This is an optimization exercise on Yosys and OpenROAD, whose aim is a short achievable clock period and few clock cycles per item, not a production implementation. Only simulation tests tie the RTL to the original design; equivalence was not proved. Power figures rest on the tool's default switching activity, not on a simulated workload.

## design/flow/config.mk

```make
export PLATFORM = sky130hd
export DESIGN_NAME = rv_core_top
export DESIGN_NICKNAME = rv_core_top
export VERILOG_FILES = /design/flow/design.v
export SDC_FILE = /design/flow/constraint.sdc
export NUM_CORES = 4
export LEC_CHECK = 0
export CAP_MARGIN = 20
export CORE_MARGIN = 2
export CORE_UTILIZATION = 40
export SETUP_SLACK_MARGIN = 5
export SLEW_MARGIN = 20
```

## design/flow/constraint.sdc

```tcl
create_clock -name core_clock -period 10.0 [get_ports {clk}]
set_input_delay 2.0000 -clock core_clock [delete_from_list [all_inputs] [get_ports {clk}]]
set_output_delay 2.0000 -clock core_clock [all_outputs]
set_load 0.01 [all_outputs]
```

## design/flow/design.v

```verilog
package rv_pkg;
    localparam logic [6:0] OP_REG    = 7'b0110011;
    localparam logic [6:0] OP_IMM    = 7'b0010011;
    localparam logic [6:0] OP_LOAD   = 7'b0000011;
    localparam logic [6:0] OP_STORE  = 7'b0100011;
    localparam logic [6:0] OP_BRANCH = 7'b1100011;
endpackage
`timescale 1ns/1ps
module rv_core_top #(
    parameter int IMEM_DEPTH = 64,
    parameter int DMEM_DEPTH = 64
) (
    input  logic                          clk,
    input  logic                          rst,
    input  logic                          run_i,
    input  logic                          imem_we_i,
    input  logic [$clog2(IMEM_DEPTH)-1:0] imem_addr_i,
    input  logic [31:0]                   imem_wdata_i,
    output logic                          wb_valid_o,
    output logic [4:0]                    wb_rd_o,
    output logic [31:0]                   wb_data_o
);
    logic [5:0]  pc_q;        
    logic [31:0] d_ins;
    logic [5:0]  d_pc;
    logic        d_pt;        
    logic [5:0]  d_alt;       
    logic        e_v;
    logic [31:0] e_a, e_b, e_opb, e_imm;
    logic [4:0]  e_rd;
    logic        e_wr, e_st, e_br, e_ne, e_pt;
    logic [6:0]  e_sel;       
    logic [5:0]  e_pc;
    logic [31:0] e_alt_ins;   
    logic        e_alt_pt;
    logic [5:0]  e_alt_idx;
    logic [5:0]  e_alt_next;  
    logic [5:0]  e_alt_alt;   
    logic        w_v;
    logic [4:0]  w_rd;
    logic [31:0] w_data;
    logic [31:0] regs [32];
    logic [31:0] rv;          
    logic [31:0] dmem [64];
    logic [31:0] imem  [64];
    logic        pd_t  [64];    
    logic [5:0]  pd_tg [64];    
    logic        wr_pt;
    logic [5:0]  wr_tg;
    logic        taken;
    assign wr_pt = (imem_wdata_i[6:0] == rv_pkg::OP_BRANCH) &
                   ((imem_wdata_i[19:15] == imem_wdata_i[24:20]) ^ imem_wdata_i[12]);
    assign wr_tg = imem_addr_i + {imem_wdata_i[27:25], imem_wdata_i[11:9]};
    always_ff @(posedge clk) begin
        if (imem_we_i) begin
            imem[imem_addr_i]  <= imem_wdata_i;
            pd_t[imem_addr_i]  <= wr_pt;
            pd_tg[imem_addr_i] <= wr_tg;
        end else if (e_v && e_br) begin
            pd_t[e_pc] <= taken;
        end
    end
    logic [31:0] op_b, sum, diff, ld_data, res;
    logic [7:0]  addr8;
    logic [5:0]  addr;
    logic        slt, eq, mispred;
    assign op_b = e_opb;
    assign sum  = e_a + op_b;
    assign diff = e_a - op_b;
    assign slt  = (e_a[31] ^ op_b[31]) ? e_a[31] : diff[31];
    assign eq      = (e_a == e_b);
    assign taken   = eq ^ e_ne;
    assign mispred = e_v & e_br & (taken ^ e_pt);
    assign addr8   = e_a[7:0] + e_imm[7:0];
    assign addr    = addr8[7:2];
    assign ld_data = dmem[addr];
    assign res     = ({32{e_sel[0]}} & sum) |
                     ({32{e_sel[1]}} & diff) |
                     {31'd0, e_sel[2] & slt} |
                     ({32{e_sel[3]}} & (e_a ^ op_b)) |
                     ({32{e_sel[4]}} & (e_a | op_b)) |
                     ({32{e_sel[5]}} & (e_a & op_b)) |
                     ({32{e_sel[6]}} & ld_data);
    logic [6:0]  d_opc;
    logic [4:0]  d_rs1, d_rs2, d_rd;
    logic        d_isr, d_isi, d_isl, d_iss, d_isb;
    logic        d_wr;
    logic [31:0] d_imm;
    logic [6:0]  d_sel;
    logic [31:0] rf_a, rf_b;
    assign d_opc = d_ins[6:0];
    assign d_rd  = d_ins[11:7];
    assign d_rs1 = d_ins[19:15];
    assign d_rs2 = d_ins[24:20];
    assign d_isr = (d_opc == rv_pkg::OP_REG);
    assign d_isi = (d_opc == rv_pkg::OP_IMM);
    assign d_isl = (d_opc == rv_pkg::OP_LOAD);
    assign d_iss = (d_opc == rv_pkg::OP_STORE);
    assign d_isb = (d_opc == rv_pkg::OP_BRANCH);
    assign d_wr  = (d_isr | d_isi | d_isl) & (d_rd != 5'd0);
    always_comb begin
        if (d_iss) d_imm = {{20{d_ins[31]}}, d_ins[31:25], d_ins[11:7]};
        else       d_imm = {{20{d_ins[31]}}, d_ins[31:20]};
    end
    always_comb begin
        d_sel = 7'b0000001;
        if (d_isl) begin
            d_sel = 7'b1000000;
        end else if (d_isr) begin
            case (d_ins[14:12])
                3'b000:  d_sel = d_ins[30] ? 7'b0000010 : 7'b0000001;
                3'b010:  d_sel = 7'b0000100;
                3'b100:  d_sel = 7'b0001000;
                3'b110:  d_sel = 7'b0010000;
                3'b111:  d_sel = 7'b0100000;
                default: d_sel = 7'b0000001;
            endcase
        end
    end
    assign rf_a = rv[d_rs1] ? regs[d_rs1] : 32'd0;
    assign rf_b = rv[d_rs2] ? regs[d_rs2] : 32'd0;
    logic fwd_a, fwd_b;
    assign fwd_a = e_v & e_wr & (e_rd == d_rs1);
    assign fwd_b = e_v & e_wr & (e_rd == d_rs2);
    logic [31:0] alt_ins;
    logic        alt_pt;
    logic [5:0]  alt_tg, alt_inc;
    assign alt_ins = imem[d_alt];
    assign alt_pt  = pd_t[d_alt];
    assign alt_tg  = pd_tg[d_alt];
    assign alt_inc = d_alt + 6'd1;
    logic [31:0] f_ins;
    logic        f_pt;
    logic [5:0]  f_tg, f_inc;
    assign f_ins = imem[pc_q];
    assign f_pt  = pd_t[pc_q];
    assign f_tg  = pd_tg[pc_q];
    assign f_inc = pc_q + 6'd1;
    logic        z_byp;
    logic [31:0] z_ins;
    logic        z_pt;
    logic [5:0]  z_tg;
    assign z_byp = imem_we_i & (imem_addr_i == 6'd0);
    assign z_ins = z_byp ? imem_wdata_i : imem[0];
    assign z_pt  = z_byp ? wr_pt : pd_t[0];
    assign z_tg  = z_byp ? wr_tg : pd_tg[0];
    always_ff @(posedge clk) begin
        if (rst) begin
            e_v <= 1'b0;
            w_v <= 1'b0;
        end else begin
            e_v <= run_i & ~mispred;
            w_v <= e_v & e_wr;
        end
    end
    always_ff @(posedge clk) begin
        if (rst) begin
            pc_q  <= z_pt ? z_tg : 6'd1;
            d_ins <= z_ins;
            d_pc  <= 6'd0;
            d_pt  <= z_pt;
            d_alt <= z_pt ? 6'd1 : z_tg;
        end else if (mispred) begin
            pc_q  <= e_alt_next;
            d_ins <= e_alt_ins;
            d_pc  <= e_alt_idx;
            d_pt  <= e_alt_pt;
            d_alt <= e_alt_alt;
        end else if (run_i) begin
            pc_q  <= f_pt ? f_tg : f_inc;
            d_ins <= f_ins;
            d_pc  <= pc_q;
            d_pt  <= f_pt;
            d_alt <= f_pt ? f_inc : f_tg;
        end
        e_a        <= fwd_a ? res : rf_a;
        e_b        <= fwd_b ? res : rf_b;
        e_opb      <= (d_isi | d_isl | d_iss) ? d_imm : (fwd_b ? res : rf_b);
        e_imm      <= d_imm;
        e_rd       <= d_rd;
        e_wr       <= d_wr;
        e_st       <= d_iss;
        e_br       <= d_isb;
        e_ne       <= d_ins[12];
        e_pt       <= d_pt;
        e_pc       <= d_pc;
        e_sel      <= d_sel;
        e_alt_ins  <= alt_ins;
        e_alt_pt   <= alt_pt;
        e_alt_idx  <= d_alt;
        e_alt_next <= alt_pt ? alt_tg : alt_inc;
        e_alt_alt  <= alt_pt ? alt_inc : alt_tg;
        if (e_v && e_wr) begin
            w_rd   <= e_rd;
            w_data <= res;
        end
    end
    always_ff @(posedge clk) begin
        if (e_v && e_st) dmem[addr] <= e_b;
    end
    always_ff @(posedge clk) begin
        if (e_v && e_wr) regs[e_rd] <= res;
    end
    always_ff @(posedge clk) begin
        if (rst) rv <= '0;
        else if (e_v && e_wr) rv[e_rd] <= 1'b1;
    end
    assign wb_valid_o = w_v;
    assign wb_rd_o    = w_rd;
    assign wb_data_o  = w_data;
endmodule
```

## design/flow/run.sh

```bash
#!/bin/bash
# synth_recipe.tcl (not shown) runs the flow's synth.tcl, then flattens the netlist and writes it again
# the make line also repeats each setting of config.mk as NAME=value (left out here)
make -C /OpenROAD-flow-scripts/flow DESIGN_CONFIG=/design/flow/config.mk WORK_HOME=/design/flow/orfs CLKGATE_MAP_FILE= SYNTH_SCRIPT=/design/flow/synth_recipe.tcl finish
```

==> reports/metrics.csv <==
stage,metric,value,unit
worst_setup_path,Worst Setup End Kind,flop,
logic_synthesis,synth top area cells,"edfxtp_1 66%, mux4_2 20%, nand2_1 2.6%",
timing,clock skew,0.0707,ns
placed_design,number of port buffers,79,
placed_design,post-DP HPWL,454000,um
worst_setup_path,"delay-heaviest family, CP",compound AO/OA/AOI/OAI gates,
worst_setup_path,critical path class,reg2reg,
clock_network,clock-pin slew on the worst setup and hold paths,0.06,ns
logic_synthesis,"Distinct cells, synth",92,
clock_network,TritonCTS Sinks,5890,
logic_synthesis,ys async rst share,0,%
worst_setup_path,CP Cell Sequence,ha_2 > o21ai_0 > and3b_2 > nor4_4 > bufbuf_16 > o21ai_4 > buf_6 > a31oi_1 > a311o_1 > nor3_1 > nor3_4 > buf_12 > clkinvlp_4,
worst_setup_path,Max Fanout on Critical Path,32,
timing,Hold Fails Final Rpt,0,
logic_synthesis,dominant synthesized flop cell,edfxtp_1,
drt,DRT Pass-1 Iters,8,
timing,fmax,0.197,GHz
job,Max-Cap Viols,0,
die,core box area,644000,um^2
worst_setup_path,max incr delay on CP,0.55,ns
logic_synthesis,Post-synth EDFFs,5650,
drt,DR WL/cell,35.9,um
cells_and_area,utilization after layout,45.5,%
clock_network,TritonCTS Buffers,609,
logic_synthesis,Syn Nets,14300,
drt,Routed Antenna Nets,0,
drt,initial detailed-routing violation count,21500,
clock_network,"Clk Latency, worst-skew pair",1.13,ns
drt,Routed WL,845000,um
timing,Final Max Tran Viols,0,
die,Rows,295,
drt,# DRC,0,
logic_synthesis,Synth area leader,edfxtp_1,
placed_design,final estimated routing congestion in global placement,0.887,
clock_network,CTS Buffer Depth,4,
power,Leakage,0.0923,uW
logic_synthesis,Mapped Area,258000,um^2
clock_network,TritonCTS clock tree,yes,
timing,RSZ-0062 raised after global routing,yes,
global_routing,vias in the first global route,146000,
die,Die Width,808,um
timing,Worst-Margin Slew,1.27,ns
timing,final worst path period need,5.08,ns
clock_network,H-tree levels,6,
worst_setup_path,Worst EP arrival,5.86,ns
cells_and_area,share of cells above drive strength 1,28.2,%
min_path,Hold WC Path Type,reg2reg,
global_routing,overall routing resource usage,25.2,%
worst_setup_path,CP Data Required Time,10.77,ns
power,worst vdd ir,0.391,mV
worst_setup_path,Critical-path top delay cell,a31oi_1,
drt,via count,149000,
logic_synthesis,"Avg Cell Area, Syn",18.2,um^2
timing,# setup viols final,0,
global_routing,largest net degree at the start of global routing,142,
logic_synthesis,warnings from Yosys,1,
die,die height,808,um
logic_synthesis,Synth Instances,14200,
worst_setup_path,CP Buf/Inv Count,4,
power,pwr dens,261,nW/um^2
die,number of I/O pins,80,
timing,Fin Setup TNS,0,ns
global_routing,total gr overflow,0,
drt,drt via density,6.33,
logic_synthesis,"Seq/Total Area, Yosys",67.5,%
global_routing,first-pass GRT wire length,1170000,um
logic_synthesis,most frequent cells after synthesis,"5650 x edfxtp_1, 2288 x mux4_2, 1822 x nand2_1, 607 x nand3_1, 467 x clkbuf_1",
global_routing,initial antenna violation count,44,
run_status,status,timing/DRC/antenna clean,
die,Initial Utilization,40.1,%
die,Die Area,652000,um^2
clock_network,CTS Root Cell,clkbuf_16,
timing,Slew HR,15.1,%
logic_synthesis,post-synth top area share,65.7,%
cells_and_area,Nets,14600,
worst_setup_path,Critical Path Start Type,flop,
logic_synthesis,cell with the most instances after synthesis,edfxtp_1,
logic_synthesis,"FF+latch count, synth",5890,
timing,Final period util,50.8,%
cells_and_area,Layout Area Growth over Synthesis,13.4,%
[metal layers]
layer,vias up,track usage [%],routed length [um]
met5,-,0,132
met4,18,10.0,40400
met3,1691,4.80,85700
met2,8919,40.2,399000
met1,79500,34.2,320000
li1,59000,-,-
[final timing paths]
kind | slack [ns] | depth (start not counted) | start | end
worst max-delay path | 4.92 | 13 | e_a[3] | regs[27][26]
worst min-delay path | 0.36 | 0 | d_pc[5] | e_pc[5]
worst max register to register | 4.92 | 13 | e_a[3] | regs[27][26]
worst min register to register | 0.36 | 0 | d_pc[5] | e_pc[5]
[area by class of cell]
cell class / instances / area [um^2]
diodes: 14 / 35.0
clock buffers: 803 / 16600
clock inverters: 302 / 2820
fillers: 54400 / 351000
inverters: 130 / 541
multi-input cells: 7160 / 81400
flip-flops and latches: 5890 / 175000
well taps: 8613 / 10800
repair buffers: 634 / 6170
repair inverters: 12 / 90.1
[power breakdown]
| part | switching, uW | internal [uW] |
|---|---|---|
| clock network | 9810 | 12700 |
| registers | 1010 | 27500 |
| logic | 14100 | 11400 |
| total | 25000 | 51600 |
[what timing repair did]
action,in CTS,in global routing
setup endpoints to repair,2161,901
setup buffers,42,10
hold buffers,0,0
resized for setup,191,60
cloned,34,7
endpoints found under the hold margin,0,0
pin swaps,23,9
[cell usage in the layout, fill, tap and decap left out, types with 162 or more instances in the layout]
master,count
a21oi_1,177
a31oi_1,258
a32oi_1,162
buf_4,427
clkbuf_16,631
dfxtp_1,183
edfxtp_1,5650
mux2i_1,340
mux4_2,2288
nand2_1,1819
nand3_1,603
nor2_1,230
[state kept, by name (all words and copies together) (netlist names), 8 cells and up, named ones only]
| register | cells |
|---|---|
| imem | 2048 |
| dmem | 2048 |
| rv | 32 |
| pd_tg | 384 |
| e_b | 32 |
| pd_t | 64 |
| e_opb | 32 |
| regs | 1024 |
| e_alt_ins | 32 |
| e_a | 32 |
| e_imm | 8 |
| w_data | 32 |
| d_ins | 32 |
[per-stage QoR]
stage               area (um^2)  hold slack (ns)  worst slack (ns)  power, uW  std cells
finish                   293000            0.363              4.92      76600      23600
global route             293000            0.366              4.90      78800      23500
CTS                      292000            0.354              4.88      76500      23500
detailed placement       271000            0.340              3.44      53600      22300
global placement         271000            0.329              3.41      53600      22300
floorplan                258000            0.323              5.16      45600      14200
[kinds of logic after synthesis]
kind of cell / count (synthesis) / share of synthesized area, %
DFF: 5890 / 67.5
and+or+nand+nor: 3130 / 5.15
muxes: 2692 / 21.5
buffers and inverters: 1138 / 1.87
AOI/OAI and AO/OA: 1117 / 3.01
adders and majority gates: 116 / 0.573
xor gates and xnor gates: 91 / 0.314
Testbench counts, summed over its fixed seeds: cycles 14,403, instrs 14,019.

-- what the ideal ports hide --
In the flow no input, the clock included, has a driving cell. The finished layout below was timed again as built, in two steps. Step 1 sets driving cells, clkbuf_16 on the clock port and buf_2 on the other inputs (assumed; they add their load-dependent delay and slew). Step 2 moves the port delays by t, midway between the first and last clock arrival at a register: inputs arrive t later, outputs are due t later. That takes back most of the time a late clock gives input paths. Slacks: no drivers / after step 1 / after step 2; pairs: no drivers / after step 1.
shift t [ns]: 1.227
setup slack, ns: 4.916 / 4.916 / 4.017
hold WS [ns]: 0.363 / 0.363 / 0.363
worst setup path after step 2: input to register
worst slew at a driven data input, ns: 0.31
After both steps setup and hold are still met in this run. The setup slack of this run moves by 0.000 ns with the drivers and by -0.899 ns with both steps.
